Source: an optimization exercise on an open RTL-to-GDS flow (aim: small area, a short achievable clock period and few clock cycles). Production flows keep margins and buffers that such runs may drop.
RTL that was checked went through simulation tests only; none was proved equivalent to the original.

==> exp/onyx <==
## bankers_safety_check
module bankers_safety_check (
  input  wire         clk_i,
  input  wire         rst_ni,
  input  wire         psel,
  input  wire         penable,
  input  wire         pwrite,
  input  wire  [2:0]  paddr,
  input  wire  [31:0] pwdata,
  output logic [31:0] prdata,
  output logic        pready,
  input  wire         s_axis_tvalid,
  output logic        s_axis_tready,
  input  wire  [15:0] s_axis_tdata,
  input  wire  [2:0]  s_axis_tuser,
  input  wire         s_axis_tlast,
  output logic        m_axis_tvalid,
  input  wire         m_axis_tready,
  output logic [7:0]  m_axis_tdata,
  output logic [0:0]  m_axis_tuser,
  output logic        m_axis_tlast
);
export LEC_CHECK = 0
export CAP_MARGIN = 20
export CORE_MARGIN = 2
export CORE_UTILIZATION = 40
export SETUP_SLACK_MARGIN = 3.0
export SLEW_MARGIN = 20
create_clock -name core_clock -period 8.0 [get_ports {clk_i}]
run.sh (not shown) runs the stock make flow with config.mk's settings and CLKGATE_MAP_FILE= SYNTH_SCRIPT=/design/flow/synth_recipe.tcl, a recipe that flattens the netlist after the stock synthesis.
==> inputs of exp/willow, as changes to exp/onyx <==
- SETUP_SLACK_MARGIN: 3.0 -> default
==> inputs of exp/garnet, as changes to exp/onyx <==
--- a/flow/design.v
+++ b/flow/design.v
@@ -60,81 +60,72 @@
   output logic [0:0]  m_axis_tuser,
   output logic        m_axis_tlast
 );
   localparam int NP = 16;
   localparam int NR = 8;
   localparam int QD = 32;                  
   localparam int QW = $clog2(QD);
   function automatic logic le8(input logic [7:0] a, input logic [7:0] b);
-    logic [7:0] g, e;
-    logic [3:0] g1, e1;
-    logic [1:0] g2, e2;
-    g = a & ~b;
-    e = ~(a ^ b);
-    for (int k = 0; k < 4; k++) begin
-      g1[k] = g[2*k+1] | (e[2*k+1] & g[2*k]);
-      e1[k] = e[2*k+1] & e[2*k];
-    end
-    for (int k = 0; k < 2; k++) begin
-      g2[k] = g1[2*k+1] | (e1[2*k+1] & g1[2*k]);
-      e2[k] = e1[2*k+1] & e1[2*k];
-    end
-    le8 = !(g2[1] | (e2[1] & g2[0]));
+    logic c;
+    c = 1'b1;
+    for (int k = 0; k < 8; k++) c = (~a[k] & b[k]) | (~a[k] & c) | (b[k] & c);
+    le8 = c;
   endfunction
   function automatic logic [9:0] add9(input logic [8:0] a, input logic [8:0] b, input logic cin);
-    logic [8:0] p, g, gg, pp;
-    logic [9:0] r;
-    p = a ^ b;
-    g = a & b;
-    gg = g; pp = p;
-    gg[0] = g[0] | (p[0] & cin);
-    for (int l = 0; l < 4; l++) begin
-      for (int i = 0; i < 9; i++) begin
-        if (((i >> l) & 1) == 1) begin
-          gg[i] = gg[i] | (pp[i] & gg[((i >> l) << l) - 1]);
-          pp[i] = pp[i] & pp[((i >> l) << l) - 1];
-        end
-      end
-    end
-    r[0] = p[0] ^ cin;
-    for (int i = 1; i < 9; i++) r[i] = p[i] ^ gg[i-1];
-    r[9] = gg[8];
-    add9 = r;
+    add9 = {1'b0, a} + {1'b0, b} + {9'd0, cin};
   endfunction
   logic [4:0] num_proc_q;
   logic [3:0] num_res_q;
   logic       cfg_wr;
   assign pready = 1'b1;
   assign cfg_wr = psel && penable && pwrite;
   always_ff @(posedge clk_i or negedge rst_ni) begin
     if (!rst_ni) begin
       num_proc_q <= 5'd1;
       num_res_q  <= 4'd1;
     end else if (cfg_wr) begin
       if (!paddr[2]) num_proc_q <= pwdata[4:0];
       else           num_res_q  <= pwdata[3:0];
     end
   end
   assign prdata = paddr[2] ? {28'd0, num_res_q} : {27'd0, num_proc_q};
-  logic [4:0]    np;
-  logic [NP-1:0] pmask;    
-  logic [NR-1:0] rmask;    
-  assign np = (num_proc_q == 5'd0) ? 5'd1 : (num_proc_q > 5'd16) ? 5'd16 : num_proc_q;
-  always_comb begin
-    for (int i = 0; i < NP; i++) pmask[i] = (i < np);
-    for (int j = 0; j < NR; j++) rmask[j] = (j == 0) || (j < num_res_q);
+  logic [4:0]    np, np_d;
+  logic [3:0]    npm1;               
+  logic [NP-1:0] pmask, pmask_d;     
+  logic [NR-1:0] rmask;              
+  always_comb begin
+    np_d = np;
+    if (cfg_wr && !paddr[2])
+      np_d = (pwdata[4:0] == 5'd0) ? 5'd1 : (pwdata[4:0] > 5'd16) ? 5'd16 : pwdata[4:0];
+    for (int i = 0; i < NP; i++) pmask_d[i] = (i < np_d);
+  end
+  always_ff @(posedge clk_i or negedge rst_ni) begin
+    if (!rst_ni) begin
+      np    <= 5'd1;
+      npm1  <= 4'd0;
+      pmask <= 16'h0001;
+      rmask <= 8'h01;
+    end else if (cfg_wr) begin
+      np    <= np_d;
+      npm1  <= 4'(np_d - 5'd1);
+      pmask <= pmask_d;
+      if (paddr[2])
+        for (int j = 0; j < NR; j++) rmask[j] <= (j == 0) || (j < pwdata[3:0]);
+    end
   end
   logic          ir_v, ir_last;
   logic [2:0]    ir_mode;
-  logic [3:0]    ir_p;
   logic [7:0]    ir_amt;
   logic [NP-1:0] ir_psel, ir_pnext;
   logic [NR-1:0] ir_rsel;
   logic          ir_free, ir_start;    
+  logic          ir_rql;               
+  logic          ir_pok;               
+  logic [NP-1:0] ir_aen;               
   logic          consume, in_acc, rdy_q;
   assign s_axis_tready = rdy_q;
   assign in_acc = s_axis_tvalid && rdy_q;
   always_ff @(posedge clk_i or negedge rst_ni) begin
     if (!rst_ni) begin
       ir_v <= 1'b0;
     end else begin
       ir_v <= ir_v_d;
@@ -146,23 +137,26 @@
     ir_v_d     = rdy_q ? s_axis_tvalid : ir_v;
     ir_free_d  = in_acc ? (s_axis_tuser[2] && s_axis_tuser != bsc_pkg::MODE_REQUEST) ||
                           (s_axis_tuser == bsc_pkg::MODE_REQUEST && !s_axis_tlast) : ir_free;
     ir_start_d = in_acc ? s_axis_tuser == bsc_pkg::MODE_CHECK ||
                           (s_axis_tuser == bsc_pkg::MODE_REQUEST && s_axis_tlast) : ir_start;
   end
   always_ff @(posedge clk_i) begin
     ir_psel <= ir_pnext;
+    ir_pok  <= |(ir_pnext & pmask_d);
     if (in_acc) begin
       ir_mode  <= s_axis_tuser;
-      ir_p     <= s_axis_tdata[3:0];
       ir_amt   <= s_axis_tdata[14:7];
       ir_last  <= s_axis_tlast;
       ir_free  <= ir_free_d;
       ir_start <= ir_start_d;
+      ir_rql   <= s_axis_tuser == bsc_pkg::MODE_REQUEST && s_axis_tlast;
+      for (int i = 0; i < NP; i++)
+        ir_aen[i] <= s_axis_tuser == bsc_pkg::MODE_LOAD_ALLOC && s_axis_tdata[3:0] == 4'(i);
       for (int j = 0; j < NR; j++) ir_rsel[j] <= (s_axis_tdata[6:4] == 3'(j));
     end
   end
   typedef enum logic [2:0] {S_IDLE, S_RQ2, S_CMP, S_PICK, S_ADD, S_RB} state_e;
   state_e state_q, state_d;
   logic   is_idle_q, is_add_q;             
   logic [7:0]    alloc_q [NP][NR];
   logic [8:0]    diff_q  [NP][NR];    
@@ -192,23 +186,23 @@
   logic          run_busy_q, run_act_q;
   logic          out_v_q, out_kind_q;
   logic [3:0]    out_proc_q;
   logic [1:0]    out_stat_q;
   logic exec, exec_chk, exec_rq;
   assign consume  = ir_v && rdy_q;
   assign exec     = consume;
   assign exec_chk = exec && ir_mode == bsc_pkg::MODE_CHECK;
-  assign exec_rq  = exec && ir_mode == bsc_pkg::MODE_REQUEST && ir_last;
+  assign exec_rq  = exec && ir_rql;
   logic loop;
   assign loop = (state_q == S_PICK);
-  logic [NP-1:0] fsel, asel, fsel_q, cand_q;
+  logic [NP-1:0] fsel, asel, fsel_q;
   logic [7:0]    arow [NR];
   logic [8:0]    drow [NR];
-  assign asel = is_add_q ? fsel_q : xsel_q;
+  assign asel = fsel_q | xsel_q;    
   always_comb begin
     for (int j = 0; j < NR; j++) begin
       arow[j] = '0; drow[j] = '0;
       for (int i = 0; i < NP; i++) begin
         arow[j] |= {8{asel[i]}} & alloc_q[i][j];
         drow[j] |= {9{xsel_q[i]}} & diff_q[i][j];
       end
     end
@@ -246,28 +240,28 @@
     nu  = ~fin_q;
     nhi = hiok_q;
     pre_n[0] = 1'b0; pre_nh[0] = 1'b0;
     for (int i = 1; i < NP; i++) begin
       pre_n[i]  = pre_n[i-1] | nu[i-1];
       pre_nh[i] = pre_nh[i-1] | nhi[i-1];
     end
     nsel  = (|nhi) ? (nhi & ~pre_nh) : (nu & ~pre_n);
-    ncont = |(nsel & cand_q);
+    ncont = |(nsel & fits_q);
     nidx  = '0;
     for (int i = 0; i < NP; i++) if (nsel[i]) nidx |= 4'(i);
   end
-  logic need_bad, avail_bad;
+  logic [NR-1:0] need_bad, avail_bad, nbad_v_q, abad_v_q;
   always_comb begin
-    need_bad = 1'b0; avail_bad = 1'b0;
     for (int j = 0; j < NR; j++) begin
-      if (rmask[j] && (drow[j][8] ? (gq[j] != 8'd0) : !le8(gq[j], drow[j][7:0])))
-        need_bad = 1'b1;
-      if (rmask[j] && !le8(gq[j], avail_q[j])) avail_bad = 1'b1;
+      need_bad[j]  = rmask[j] && (drow[j][8] ? (gq[j] != 8'd0) : !le8(gq[j], drow[j][7:0]));
+      avail_bad[j] = rmask[j] && !le8(gq[j], avail_q[j]);
     end
+    nbad_q = |nbad_v_q;
+    abad_q = |abad_v_q;
   end
   logic          ld_max_q;
   logic [NP-1:0] ld_psel_q;
   logic [NR-1:0] ld_rsel_q;
   logic [7:0]    ld_amt_q, ld_a_q, ld_d_q;
   logic [7:0]    a_old, d_old, ld_m, fwd_m;
   logic [8:0]    d_new;
   logic          fwd;
@@ -286,28 +280,28 @@
   logic       post, post_safe, post_vd;
   logic [1:0] post_code;
   logic       grant, rback;
   logic       ld_alloc, ld_max, ld_avail, ld_req;
   assign ld_alloc = exec && ir_mode == bsc_pkg::MODE_LOAD_ALLOC;
   assign ld_max   = exec && ir_mode == bsc_pkg::MODE_LOAD_MAX;
   assign ld_avail = exec && ir_mode == bsc_pkg::MODE_LOAD_AVAIL;
   assign ld_req   = exec && ir_mode == bsc_pkg::MODE_REQUEST;
-  assign slast = ({1'b0, cnt_q} + 5'd1 == np);
+  assign slast = cnt_q == npm1;
   assign fin_a = loop && found && !slast && !run_busy_q && allfit;
-  assign fin_b = is_add_q && !slast && !run_busy_q && &(cand_q | fin_q);
+  assign fin_b = is_add_q && !slast && !run_busy_q && &(fits_q | fin_q);
   always_comb begin
     state_d = state_q;
     post = 1'b0; post_safe = 1'b0; post_vd = 1'b0; post_code = bsc_pkg::ST_SAFE;
     grant = 1'b0; rback = 1'b0; step = 1'b0;
     unique case (state_q)
       S_IDLE: begin
         if (exec_chk) state_d = S_PICK;
         if (exec_rq) begin
-          if ({1'b0, ir_p} >= np) begin
+          if (!ir_pok) begin
             post = 1'b1; post_vd = 1'b1; post_code = bsc_pkg::ST_OVER_NEED;
           end else begin
             grant = 1'b1; state_d = S_RQ2;
           end
         end
       end
       S_RQ2: begin
         if (nbad_q || abad_q) begin
@@ -374,33 +368,34 @@
     for (int j = 0; j < NR; j++) begin
       gq[j] = !is_idle_q ? gq_q[j] : ir_rsel[j] ? ir_amt : req_q[j];
       avail_a[j] = add9({1'b0, avail_q[j]}, {1'b0, is_idle_q ? ~gq[j] : gq[j]}, is_idle_q);
       avail_d[j] = avail_q[j];
       if ((grant || rback) && rmask[j]) avail_d[j] = avail_a[j];
       else if (ld_avail && ir_rsel[j])  avail_d[j] = ir_amt;
     end
   end
-  logic          upd, arith;
+  logic          upd, arith, arithd;
   logic [NP-1:0] arow_en, drow_en;
   logic [NR-1:0] col_en, dcol_en;
   logic [7:0]    awd [NR];
   logic [8:0]    dwd [NR];
   assign upd   = grant || rback;
-  assign arith = exec_rq || !is_idle_q;    
+  assign arith  = ir_rql || !is_idle_q;
+  assign arithd = (ir_rql && !ld_q) || !is_idle_q;
   always_comb begin
     for (int i = 0; i < NP; i++) begin
-      arow_en[i] = upd ? xsel_q[i] : (ld_alloc && ir_psel[i]);
+      arow_en[i] = upd ? xsel_q[i] : (exec && ir_aen[i]);
       drow_en[i] = upd ? xsel_q[i] : (ld_q && ld_psel_q[i]);
     end
     for (int j = 0; j < NR; j++) begin
       col_en[j]  = upd ? rmask[j] : ir_rsel[j];
       dcol_en[j] = upd ? rmask[j] : ld_rsel_q[j];
       awd[j] = arith ? 8'(add9({1'b0, arow[j]}, {1'b0, is_idle_q ? gq[j] : ~gq[j]}, !is_idle_q)) : ir_amt;
-      dwd[j] = arith ? 9'(add9(drow[j], is_idle_q ? ~{1'b0, gq[j]} : {1'b0, gq[j]}, is_idle_q)) : d_new;
+      dwd[j] = arithd ? 9'(add9(drow[j], is_idle_q ? ~{1'b0, gq[j]} : {1'b0, gq[j]}, is_idle_q)) : d_new;
     end
   end
   always_ff @(posedge clk_i) begin
     for (int j = 0; j < NR; j++) begin
       avail_q[j] <= avail_d[j];
       if (ld_req && ir_rsel[j]) req_q[j] <= ir_amt;
       if (exec_rq) gq_q[j] <= gq[j];
       for (int i = 0; i < NP; i++) begin
@@ -410,24 +405,23 @@
     end
     ld_max_q  <= ld_max;
     ld_psel_q <= ir_psel;
     ld_rsel_q <= ir_rsel;
     ld_amt_q  <= ir_amt;
     ld_a_q    <= (fwd && !ld_max) ? 8'd0 : a_old;
     ld_d_q    <= fwd ? fwd_m : d_old;
     if (is_idle_q) begin
-      nbad_q <= need_bad;
-      abad_q <= avail_bad;
+      nbad_v_q <= need_bad;
+      abad_v_q <= avail_bad;
     end
   end
   always_ff @(posedge clk_i) begin
-    fsel_q <= ssel;
+    fsel_q <= (state_d == S_ADD) ? ssel : '0;
     fits_q <= fits;
-    if (loop) cand_q <= cand;
     if (is_add_q && (state_d == S_ADD || state_d == S_CMP)) begin
       for (int j = 0; j < NR; j++) begin
         logic [8:0] s;
         s = 9'(add9({1'b0, work_q[j][7:0]}, {1'b0, arow[j]}, 1'b0));
         work_q[j] <= (work_q[j][8] || s[8]) ? 9'h100 : s;
       end
     end else if (!in_chk_d) begin
       for (int j = 0; j < NR; j++) work_q[j] <= {1'b0, avail_d[j]};
@@ -448,19 +442,20 @@
         fin_q <= ~pmask; ge_q <= '1; hiok_q <= pmask; cnt_q <= '0;
       end
       if (exec_rq) begin
         rsel_q <= ir_psel;
         rq_q   <= 1'b1;
       end else if (exec_chk) begin
         rq_q   <= 1'b0;
       end
-      if (state_d == S_RQ2)     xsel_q <= ir_psel;
-      else if (state_d == S_RB) xsel_q <= rsel_q;
-      else                      xsel_q <= ir_pnext;
+      if (state_d == S_RQ2)      xsel_q <= ir_psel;
+      else if (state_d == S_RB)  xsel_q <= rsel_q;
+      else if (state_d == S_ADD) xsel_q <= '0;
+      else                       xsel_q <= ir_pnext;
     end
   end
   logic          out_free, q_pop, q_we, q_nonempty;
   logic [QW:0]   q_wp_d, q_rp_d, q_cnt_d;
   logic          q_room_d;
   logic [QW-1:0] q_wa;
   logic [5:0]    q_wd, q_head;
   assign out_free   = !out_v_q || m_axis_tready;
@@ -493,18 +488,18 @@
     q_wa = post_vd ? q_wp_q[QW-1:0] : q_wp_q[QW-1:0] + QW'(cnt_q);
     if (fin_a || fin_b)  q_wd = {1'b1, 1'b1, 4'b0000};
     else if (post_vd)    q_wd = {1'b1, 1'b0, 2'b00, post_code};
     else                 q_wd = {1'b0, post_safe, sidx};
     if (post_safe)       q_wp_d = wp_c1;
     else if (post_vd)    q_wp_d = wp_1;
     else                 q_wp_d = q_wp_q;
     q_rp_d  = q_pop ? q_rp_q + 1'b1 : q_rp_q;
-    q_cnt_d = wp_c1 - q_rp_d;
-    q_room_d = (QD - int'(q_cnt_d)) >= int'(np);
+    q_cnt_d = wp_c1 - q_rp_q;    
+    q_room_d = ({1'b0, q_cnt_d} + 7'(np)) <= 7'(QD);
   end
   always_ff @(posedge clk_i or negedge rst_ni) begin
     if (!rst_ni) rdy_q <= 1'b1;
     else rdy_q <= !ir_v_d || ir_free_d ||
                   (state_d == S_IDLE && (!ir_start_d || (q_room_d && !(ld_alloc || ld_max))));
   end
   always_ff @(posedge clk_i) begin
     qw_a_q <= q_wa;
- CORE_UTILIZATION: 40 -> 55
- PLACE_DENSITY: default -> 0.68
- SETUP_SLACK_MARGIN: 3.0 -> 4.1
==> metrics.md <==
| Metric | Value |
|---|---|
| Clock-cell share of area | `6.46%` |
| Outcome | `no timing/DRC/antenna violations` |
| Final WL | `553000 um` |
| Largest net degree at the start of global routing | `97` |
| R2r endpoint | `work_q[3][6]$_DFFE_PP_` |
| Filler cell count | `32300` |
| Via count | `105000` |
| Cells taking the most area after synthesis | `edfxtp_1 54%, ha_1 11%, a22oi_1 2.9%` |
| CP delay by family, top | `compound AO/OA/AOI/OAI gates` |
(the above is from exp/willow)
==> metrics.md <==
| Metric | Value |
|---|---|
| Outcome | `no timing/DRC/antenna violations` |
| Final WL | `594000 um` |
| Filler cell count | `32000` |
| Largest net degree at the start of global routing | `75` |
| R2r endpoint | `diff_q[102][6]$_DFFE_PP_` |
| CP delay by family, top | `buffers and inverters` |
| Via count | `108000` |
| Cells taking the most area after synthesis | `edfxtp_1 54%, ha_1 11%, a22oi_1 2.9%` |
(the above is from exp/onyx)
==> metrics.md <==
| Metric | Value |
|---|---|
| Via count | `114000` |
| Final WL | `625000 um` |
| Filler cell count | `17500` |
| CP delay by family, top | `compound AO/OA/AOI/OAI gates` |
| Largest net degree at the start of global routing | `89` |
| Tcrit/Tclk final | `54.1%` |
| Post-synth top flop | `edfxtp_1` |
| Synth Area in Simple Gates | `8.29%` |
| Outcome | `no timing/DRC/antenna violations` |
(the above is from exp/garnet)
Testbench counts of exp/garnet, summed over its fixed seeds: cycles 10,997.
Function not checked in exp/onyx and exp/willow: the RTL went through the layout flow alone.

-- re-timing with driven ports --
The results above use ideal ports. As a check the final layouts listed here were re-extracted and re-timed, cells and wires unchanged. Step 1 (the two cells are an assumption about what drives the block):
set clk [get_ports {clk_i}]
set_driving_cell -lib_cell sky130_fd_sc_hd__clkbuf_16 $clk
set_driving_cell -lib_cell sky130_fd_sc_hd__buf_2 [delete_from_list [all_inputs] $clk]
Step 2 times the ports against the registers' clock, not the clock port: input delays grow and output delays shrink by t, the midpoint of the rising clock arrivals with the driver on. a / b / c = ideal ports / drivers / drivers and shift; a / b = the first two.
run | shift t [ns] | slack for setup (ns) | clock arrival spread, ns | slew at the worst register clock pin (ns) | worst data-port slew with drivers (ns)
exp/onyx | 1.079 | 2.837 / 2.837 / 2.238 | 0.143 / 0.143 | 0.07 / 0.07 | 0.07
exp/willow | 1.032 | 1.830 / 1.830 / 1.830 | 0.057 / 0.057 | 0.07 / 0.07 | 0.14
exp/garnet | 1.031 | 3.676 / 3.676 / 3.275 | 0.082 / 0.082 | 0.07 / 0.07 | 0.05
After both steps every run listed still meets setup and hold. The setup slack of exp/onyx, which loses most, moves by 0.000 ns with the drivers and by -0.599 ns with both steps.
